From an optimization exercise on the open Yosys and OpenROAD flow, aimed at small area, a short achievable clock period and few clock cycles; shortcuts taken in it are not production practice.
The RTL was checked by simulation tests, not by an equivalence proof against the original design.
Power and IR drop assume default switching activity.

### run.sh
#!/bin/bash
# synth_recipe.tcl (not shown) runs the flow's synth.tcl, then flattens the netlist and writes it again
# the make line also repeats each setting of config.mk as NAME=value (left out here)
make -C /OpenROAD-flow-scripts/flow DESIGN_CONFIG=/design/flow/config.mk WORK_HOME=/design/flow/orfs CLKGATE_MAP_FILE= SYNTH_SCRIPT=/design/flow/synth_recipe.tcl finish
### config.mk
export PLATFORM = sky130hd
export DESIGN_NAME = tree_preorder_first_greater
export DESIGN_NICKNAME = tree_preorder_first_greater
export VERILOG_FILES = /design/flow/design.v
export SDC_FILE = /design/flow/constraint.sdc
export NUM_CORES = 4
export LEC_CHECK = 0
export CAP_MARGIN = 20
export CORE_MARGIN = 2
export CORE_UTILIZATION = 40
export SLEW_MARGIN = 20
export SYNTH_MEMORY_MAX_BITS = 16384
### design.v
`default_nettype none
package tpfg_pkg;
	localparam int NODE_COUNT_DEF   = 128;
	localparam int MAX_CHILDREN_DEF = 5;
	localparam int OP_W   = 2;
	localparam int NODE_W = 7;
	typedef enum logic [OP_W-1:0] {
		OP_CLEAR = 2'd0,
		OP_ADD   = 2'd1,
		OP_QUERY = 2'd2
	} opcode_t;
endpackage
`default_nettype wire
`default_nettype none
module tpfg_store #(
	parameter int NODE_COUNT   = tpfg_pkg::NODE_COUNT_DEF,
	parameter int MAX_CHILDREN = tpfg_pkg::MAX_CHILDREN_DEF,
	parameter int IDX_W        = $clog2(NODE_COUNT),
	parameter int CNT_W        = $clog2(MAX_CHILDREN + 1)
) (
	input  wire logic                        clk,
	input  wire logic                        cnt_we,
	input  wire logic [IDX_W-1:0]            cnt_waddr,
	input  wire logic [CNT_W-1:0]            cnt_wdata,
	input  wire logic [IDX_W-1:0]            cnt_raddr,
	output logic      [CNT_W-1:0]            cnt_rdata,
	input  wire logic                        tab_we,
	input  wire logic [IDX_W-1:0]            tab_wnode,
	input  wire logic [CNT_W-1:0]            tab_wslot,
	input  wire logic [tpfg_pkg::NODE_W-1:0] tab_wdata,
	input  wire logic [IDX_W-1:0]            tab_rnode,
	input  wire logic [CNT_W-1:0]            tab_rslot,
	output logic      [tpfg_pkg::NODE_W-1:0] tab_rdata
);
	localparam int NODE_W = tpfg_pkg::NODE_W;
	localparam int TAB_DEPTH = NODE_COUNT * MAX_CHILDREN;
	localparam int TAB_W     = $clog2(TAB_DEPTH);
	logic [CNT_W-1:0]  count_mem_q [NODE_COUNT];
	logic [NODE_W-1:0] table_mem_q [TAB_DEPTH];
	logic [CNT_W-1:0]  cnt_rdata_q;
	logic [NODE_W-1:0] tab_rdata_q;
	logic [TAB_W-1:0]  tab_waddr;
	logic [TAB_W-1:0]  tab_raddr;
	assign tab_waddr = TAB_W'(32'(tab_wnode) * MAX_CHILDREN + 32'(tab_wslot));
	assign tab_raddr = TAB_W'(32'(tab_rnode) * MAX_CHILDREN + 32'(tab_rslot));
	always_ff @(posedge clk) begin
		if (cnt_we) begin
			count_mem_q[cnt_waddr] <= cnt_wdata;
		end
		cnt_rdata_q <= count_mem_q[cnt_raddr];
	end
	always_ff @(posedge clk) begin
		if (tab_we) begin
			table_mem_q[tab_waddr] <= tab_wdata;
		end
		tab_rdata_q <= table_mem_q[tab_raddr];
	end
	assign cnt_rdata = cnt_rdata_q;
	assign tab_rdata = tab_rdata_q;
endmodule
`default_nettype wire
`default_nettype none
module tree_preorder_first_greater #(
	parameter int NODE_COUNT   = tpfg_pkg::NODE_COUNT_DEF,
	parameter int MAX_CHILDREN = tpfg_pkg::MAX_CHILDREN_DEF
) (
	input  wire logic                        clk,
	input  wire logic                        arst_n,
	input  wire logic                        in_valid,
	output logic                             in_ready,
	input  wire logic [tpfg_pkg::OP_W-1:0]   opcode,
	input  wire logic [tpfg_pkg::NODE_W-1:0] parent_node,
	input  wire logic [tpfg_pkg::NODE_W-1:0] child_node,
	input  wire logic                        last_edge,
	input  wire logic [tpfg_pkg::NODE_W-1:0] start_node,
	output logic                             out_valid,
	input  wire logic                        out_ready,
	output logic                             found,
	output logic      [tpfg_pkg::NODE_W-1:0] result_node,
	output logic                             overflow
);
	localparam int NODE_W = tpfg_pkg::NODE_W;
	localparam int IDX_W = $clog2(NODE_COUNT);
	localparam int SP_W  = $clog2(NODE_COUNT + 1);
	localparam int CNT_W = $clog2(MAX_CHILDREN + 1);
	localparam logic [IDX_W-1:0] LAST_IDX = IDX_W'(NODE_COUNT - 1);
	typedef enum logic [12:0] {
		S_INIT   = 13'b0000000000001,   
		S_IDLE   = 13'b0000000000010,
		S_CLR    = 13'b0000000000100,   
		S_ADD_RD = 13'b0000000001000,
		S_ADD_WR = 13'b0000000010000,
		S_VCLR   = 13'b0000000100000,   
		S_POP    = 13'b0000001000000,
		S_CUR    = 13'b0000010000000,
		S_CHK    = 13'b0000100000000,
		S_KID    = 13'b0001000000000,
		S_KRD    = 13'b0010000000000,
		S_PUSH   = 13'b0100000000000,
		S_RESP   = 13'b1000000000000
	} state_t;
	state_t            state_q;
	logic [IDX_W-1:0]  sweep_q;
	logic [SP_W-1:0]   sp_q;
	logic [SP_W-1:0]   sp_dec;
	logic              out_valid_q;
	logic [NODE_W-1:0] parent_q;
	logic [NODE_W-1:0] child_q;
	logic [NODE_W-1:0] start_q;
	logic [NODE_W-1:0] cur_q;
	logic [NODE_W-1:0] ch_q;
	logic [CNT_W-1:0]  k_q;
	logic [CNT_W-1:0]  k_dec;
	logic              res_found_q;
	logic [NODE_W-1:0] res_node_q;
	logic              res_ovf_q;
	logic              found_q;
	logic [NODE_W-1:0] result_q;
	logic              overflow_q;
	logic              visited_mem_q [NODE_COUNT];
	logic              vis_rdata_q;
	logic [NODE_W-1:0] stack_mem_q [NODE_COUNT];
	logic [NODE_W-1:0] stk_rdata_q;
	logic              cnt_we;
	logic [IDX_W-1:0]  cnt_waddr;
	logic [CNT_W-1:0]  cnt_wdata;
	logic [IDX_W-1:0]  cnt_raddr;
	logic [CNT_W-1:0]  cnt_rdata;
	logic              tab_we;
	logic [IDX_W-1:0]  tab_wnode;
	logic [CNT_W-1:0]  tab_wslot;
	logic [IDX_W-1:0]  tab_rnode;
	logic [CNT_W-1:0]  tab_rslot;
	logic [NODE_W-1:0] tab_rdata;
	logic              vis_we;
	logic [IDX_W-1:0]  vis_waddr;
	logic              vis_wdata;
	logic [IDX_W-1:0]  vis_raddr;
	logic              stk_we;
	logic [IDX_W-1:0]  stk_waddr;
	logic [NODE_W-1:0] stk_wdata;
	logic [IDX_W-1:0]  stk_raddr;
	logic              list_full;
	logic              push_ok;
	logic              sweep_done;
	function automatic logic node_ok(input logic [NODE_W-1:0] n);
		node_ok = ({1'b0, n} < NODE_COUNT);
	endfunction
	function automatic logic [IDX_W-1:0] to_idx(input logic [NODE_W-1:0] n);
		to_idx = n[IDX_W-1:0];
	endfunction
	assign sp_dec     = sp_q - 1'b1;
	assign k_dec      = k_q - 1'b1;
	assign sweep_done = (sweep_q == LAST_IDX);
	assign list_full  = (32'(cnt_rdata) >= MAX_CHILDREN);
	assign push_ok    = !vis_rdata_q && node_ok(ch_q) && (32'(sp_q) < NODE_COUNT);
	tpfg_store #(
		.NODE_COUNT   (NODE_COUNT),
		.MAX_CHILDREN (MAX_CHILDREN),
		.IDX_W        (IDX_W),
		.CNT_W        (CNT_W)
	) u_store (
		.clk       (clk),
		.cnt_we    (cnt_we),
		.cnt_waddr (cnt_waddr),
		.cnt_wdata (cnt_wdata),
		.cnt_raddr (cnt_raddr),
		.cnt_rdata (cnt_rdata),
		.tab_we    (tab_we),
		.tab_wnode (tab_wnode),
		.tab_wslot (tab_wslot),
		.tab_wdata (child_q),
		.tab_rnode (tab_rnode),
		.tab_rslot (tab_rslot),
		.tab_rdata (tab_rdata)
	);
	always_comb begin
		cnt_we    = 1'b0;
		cnt_waddr = sweep_q;
		cnt_wdata = '0;
		cnt_raddr = to_idx(parent_q);
		tab_we    = 1'b0;
		tab_wnode = to_idx(parent_q);
		tab_wslot = cnt_rdata;
		tab_rnode = to_idx(cur_q);
		tab_rslot = k_dec;
		vis_we    = 1'b0;
		vis_waddr = sweep_q;
		vis_wdata = 1'b0;
		vis_raddr = to_idx(stk_rdata_q);
		stk_we    = 1'b0;
		stk_waddr = sp_q[IDX_W-1:0];
		stk_wdata = ch_q;
		stk_raddr = sp_dec[IDX_W-1:0];
		case (state_q)
			S_INIT, S_CLR: begin
				cnt_we = 1'b1;
			end
			S_ADD_WR: begin
				if (!list_full) begin
					cnt_we    = 1'b1;
					cnt_waddr = to_idx(parent_q);
					cnt_wdata = CNT_W'(cnt_rdata + 1'b1);
					tab_we    = 1'b1;
				end
			end
			S_VCLR: begin
				vis_we    = 1'b1;
				stk_we    = 1'b1;
				stk_waddr = '0;
				stk_wdata = start_q;
			end
			S_CUR: begin
				cnt_raddr = to_idx(stk_rdata_q);
			end
			S_CHK: begin
				if (!vis_rdata_q) begin
					vis_we    = 1'b1;
					vis_waddr = to_idx(cur_q);
					vis_wdata = 1'b1;
				end
			end
			S_KRD: begin
				vis_raddr = to_idx(tab_rdata);
			end
			S_PUSH: begin
				stk_we = push_ok;
			end
			default: begin
			end
		endcase
	end
	always_ff @(posedge clk) begin
		if (vis_we) begin
			visited_mem_q[vis_waddr] <= vis_wdata;
		end
		vis_rdata_q <= visited_mem_q[vis_raddr];
	end
	always_ff @(posedge clk) begin
		if (stk_we) begin
			stack_mem_q[stk_waddr] <= stk_wdata;
		end
		stk_rdata_q <= stack_mem_q[stk_raddr];
	end
	always_ff @(posedge clk or negedge arst_n) begin
		if (!arst_n) begin
			state_q     <= S_INIT;
			sweep_q     <= '0;
			sp_q        <= '0;
			out_valid_q <= 1'b0;
		end else begin
			if (out_valid_q && out_ready && state_q != S_RESP) begin
				out_valid_q <= 1'b0;
			end
			case (state_q)
				S_INIT: begin
					sweep_q <= sweep_done ? '0 : sweep_q + 1'b1;
					if (sweep_done) begin
						state_q <= S_IDLE;
					end
				end
				S_IDLE: begin
					if (in_valid) begin
						case (opcode)
							tpfg_pkg::OP_CLEAR: begin
								state_q <= S_CLR;
							end
							tpfg_pkg::OP_ADD: begin
								state_q <= (node_ok(parent_node) && node_ok(child_node))
									? S_ADD_RD : S_RESP;
							end
							tpfg_pkg::OP_QUERY: begin
								state_q <= node_ok(start_node) ? S_VCLR : S_RESP;
							end
							default: begin
								state_q <= S_RESP;
							end
						endcase
					end
				end
				S_CLR: begin
					sweep_q <= sweep_done ? '0 : sweep_q + 1'b1;
					if (sweep_done) begin
						state_q <= S_RESP;
					end
				end
				S_ADD_RD: begin
					state_q <= S_ADD_WR;
				end
				S_ADD_WR: begin
					state_q <= S_RESP;
				end
				S_VCLR: begin
					sweep_q <= sweep_done ? '0 : sweep_q + 1'b1;
					if (sweep_done) begin
						sp_q    <= SP_W'(1);
						state_q <= S_POP;
					end
				end
				S_POP: begin
					if (sp_q == '0) begin
						state_q <= S_RESP;
					end else begin
						sp_q    <= sp_dec;
						state_q <= S_CUR;
					end
				end
				S_CUR: begin
					state_q <= node_ok(stk_rdata_q) ? S_CHK : S_POP;
				end
				S_CHK: begin
					if (vis_rdata_q) begin
						state_q <= S_POP;
					end else if (cur_q > start_q) begin
						state_q <= S_RESP;
					end else begin
						state_q <= S_KID;
					end
				end
				S_KID: begin
					state_q <= (k_q == '0) ? S_POP : S_KRD;
				end
				S_KRD: begin
					state_q <= S_PUSH;
				end
				S_PUSH: begin
					if (push_ok) begin
						sp_q <= sp_q + 1'b1;
					end
					state_q <= S_KID;
				end
				S_RESP: begin
					if (!out_valid_q || out_ready) begin
						out_valid_q <= 1'b1;
						state_q     <= S_IDLE;
					end
				end
				default: begin
					state_q <= S_IDLE;
				end
			endcase
		end
	end
	always_ff @(posedge clk) begin
		case (state_q)
			S_IDLE: begin
				if (in_valid) begin
					parent_q    <= parent_node;
					child_q     <= child_node;
					start_q     <= start_node;
					res_found_q <= 1'b0;
					res_node_q  <= '0;
					res_ovf_q   <= 1'b0;
				end
			end
			S_ADD_WR: begin
				res_ovf_q <= list_full;
			end
			S_CUR: begin
				cur_q <= stk_rdata_q;
			end
			S_CHK: begin
				if (!vis_rdata_q && cur_q > start_q) begin
					res_found_q <= 1'b1;
					res_node_q  <= cur_q;
				end
				k_q <= cnt_rdata;
			end
			S_KID: begin
				k_q <= k_dec;
			end
			S_KRD: begin
				ch_q <= tab_rdata;
			end
			S_RESP: begin
				if (!out_valid_q || out_ready) begin
					found_q    <= res_found_q;
					result_q   <= res_node_q;
					overflow_q <= res_ovf_q;
				end
			end
			default: begin
			end
		endcase
	end
	assign in_ready    = (state_q == S_IDLE);
	assign out_valid   = out_valid_q;
	assign found       = found_q;
	assign result_node = result_q;
	assign overflow    = overflow_q;
endmodule
`default_nettype wire
### constraint.sdc
create_clock -name core_clock -period 10.0 [get_ports {clk}]
set_input_delay 2.0000 -clock core_clock [delete_from_list [all_inputs] [get_ports {clk}]]
set_output_delay 2.0000 -clock core_clock [all_outputs]
set_load 0.01 [all_outputs]
==> results.txt <==
Initial Util 40.1%; min Tclk post-route 6.87 ns; Slew headroom 16.7%; RSZ-0062 raised after global routing false; Max Fanout on Critical Path 73; IO buf count 37; Filler Cells Inserted 49.1k; Final period util 68.7%; first-pass GRT wire length about 870000 um; Yosys reg bits 5991; most common cell after layout, fill and taps aside edfxtp_1; Max VDD drop 189 uV; Setup Skew 0.0483 ns; clock latency on the worst-skew pair 1.09 ns; worst slew pin tran 1.25 ns; synth warn 2; number of flops mapped to enable cells by yosys 5944; drc violations 0; Num CTS Buffers 604; post-synthesis sequential area ratio between 70% and 80%; root cell of the clock tree clkbuf_16; register area 0.180 mm2; placed cell area roughly 0.25 mm2; htree depth 6; hold_buf cts 0; Crit path top cell by count ha_1; routing usage on met1 27.2%; drt pass-1 iters 8; Detailed Place HPWL around 370000 um; GPL Wtd Cong 0.850; Final Net Count 12.0k; Top FF cell, synth edfxtp_1; DRT Wirelength 614000 um; cell leakage power 81.4 nW; via/cell ratio 5.85; All-Layer GR Usage just over 20%; Cell variety after synth 94; PostCTS Resize Cnt 0; final max-slew violation count 0; Worst path max stage delay between 0.9 and 1 ns; post-route ant nets 0; initial antenna violation count 33; Worst setup EP type register; CTS tree built; CTS max path bufs 4; post-layout instance area approximately 0.27 mm2; Synth Instances 11.6k; Clock Sinks around 6.0k; Core ar. 0.589 mm2; pin count of the biggest net entering global routing roughly 210; slack of the critical path 3.13 ns; Final Hold Fails 0; dpl ws 3.22 ns; synthesized area 0.236 mm2; Worst EP arrival 7.87 ns; met2 usage 33.1%; Die Ht slightly below 800 um; fin cells 20.2k; Clock Pin Slew Worst Setup and Hold Paths 0.06 ns; GR Overflow Total 0; GRT busiest layer met2; Fmax 146 MHz; die width between 700 and 800 um; synth-to-layout area growth 12.2%; initial drt markers 14.8k; routed length per instance approximately 30 um; Worst path slowest cell a221oi_1; number of setup violations in the final report 0; Net Count, Synth 11.7k; num ports 39; num rows 282; die area 0.597 mm2; placed cells 19.1k; final setup TNS 0 ns; area taken by multi-input logic gates 0.0537 mm2; Hold/Removal Path Class register to register; worst path cell trace ha_1 > ha_1 > ha_1 > and3_1 > or3_4 > buf_4 > and2_4 > buf_12 > buf_4 > nand2_1 > a32oi_1 > a31oi_1 > a21o_1 > a221oi_1 > o2111a_1; most frequent cells in the layout edfxtp_1 (5944), mux4_2 (1543), nor2_1 (1097); worst setup path class register to register; met3 usage 4.12%; Synth Area per Inst between 20 and 25 um2; Post-CTS Setup Inserts 0; number of global-route vias before repair 119k; vias after detailed routing 118k; WP data required between 10 and 15 ns; asr flop ratio synth 0.484%; PwrDens 228 mW/mm2; startpoint types register; status finished clean; share of cells above drive strength 1 approximately 23%; maxcap violations 0
layer usage:
layer / share of wire (%) / vias to the layer above / routed length (um)
met4: 3.0 / 8 / 18500
met5: 0.015 / - / 93
li1: - / 48300 / -
met3: 8.9 / 1006 / 54900
met2: 49 / 5777 / 300000
met1: 39 / 63000 / 240000
cell families after synthesis:
family / Yosys count / synth area share (%)
DFF: 5991 / 76.0
and+or+nand+nor: 2378 / 4.25
muxes: 1819 / 15.9
buffers and inverters: 729 / 1.57
AOI/OAI and AO/OA: 643 / 1.88
adders and majority gates: 59 / 0.319
xor gates and xnor gates: 22 / 0.0847
path summary, 6_finish.rpt:
path	startpoint	endpoint	slack [ns]	depth (start not counted)
max	cur_q[3]	u_store.tab_rdata_q[2]	3.13	15
min	res_node_q[3]	result_q[3]	0.41	0
max reg2reg	cur_q[3]	u_store.tab_rdata_q[2]	3.13	15
min reg2reg	res_node_q[3]	result_q[3]	0.41	0
max in group asynchronous	arst_n	sp_q[0]	8.32	1
min in group asynchronous	arst_n	state_q[12]	1.04	1
synthesized netlist by cell type, types with 80 or more instances:
library cell	count	area (um2)
a31oi_1	80	500
nor2_1	1110	4170
buf_2	118	591
nand2_1	756	2840
o22ai_1	90	563
nand3_1	207	1040
buf_4	147	1100
mux4_2	1543	34800
a21oi_1	90	450
clkbuf_1	334	1250
edfxtp_1	5944	178000
mux2i_1	258	2580
flip-flops by register name, indices dropped and copies added (netlist names), 7 cells and up:
name                 cells
ch_q                     7
child_q                  7
cur_q                    7
parent_q                 7
res_node_q               7
result_q                 7
sp_q                     8
stack_mem_q            896
start_q                  7
state_q                 13
stk_rdata_q              7
sweep_q                  7
u_store.count_mem_q    384
u_store.tab_rdata_q      7
u_store.table_mem_q   4480
visited_mem_q          128
power by group:
group	switching [mW]	total (mW)	internal, mW	leakage [nW]
clock network	9.51	21.9	12.4	9.32
logic	6.39	8.90	2.51	19.0
registers	0.225	29.7	29.4	53.0
total	16.1	60.5	44.4	81.4
worst max-delay path: cells and delay by family, from the launching register on:
family                   cells  cell delay, ns
AO/OA/AOI/OAI                5            2.05
adder cells (fa/ha/maj)      3            1.12
buffers and inverters        3            1.53
flip-flops                   1            0.57
AND/OR/NAND/NOR              4            1.30
cell type report:
type	instances	area share [%]
sequential	5991	67.7
tap	7810	3.69
antenna	17	0.0160
clock inverter	360	1.16
clock buffer	735	6.02
timing repair buffer	303	1.07
multi-input combinational	4921	20.2
inverter	45	0.0656
stage by stage:
stage | total power [mW] | util (%) | hold WS (ns)
floorplan | 36.1 | - | 0.400
global placement | 38.7 | 41.7 | 0.420
detailed placement | 39.0 | 41.7 | 0.411
CTS | 60.8 | 45.0 | 0.408
global route | 62.3 | 45.0 | 0.433
finish | 60.5 | 45.0 | 0.415
Testbench counts, summed over its fixed seeds: cycles 474,392.

## afterwards: timing with drivers on the ports
The flow's constraints put no driver on any port. The routed layout listed below was extracted and timed again, unchanged, in two steps.
Step 1: set_driving_cell puts a clkbuf_16 on clk and a buf_2 on each other input, an assumption about the parent block.
Step 2 moves the port delays by t, midway between the first and last clock arrival at a register: inputs arrive t later, outputs are due t later. That takes back most of the time a late clock gives input paths.
Slacks: ideal ports / drivers / drivers and shift; pairs: ideal ports / drivers.
t (ns): 1.188
setup WS [ns]: 3.131 / 3.131 / 3.131
hold slack, ns: 0.415 / 0.415 / 0.415
After both steps setup and hold are still met in this run. The setup slack of this run moves by 0.000 ns with the drivers and by 0.000 ns with both steps.
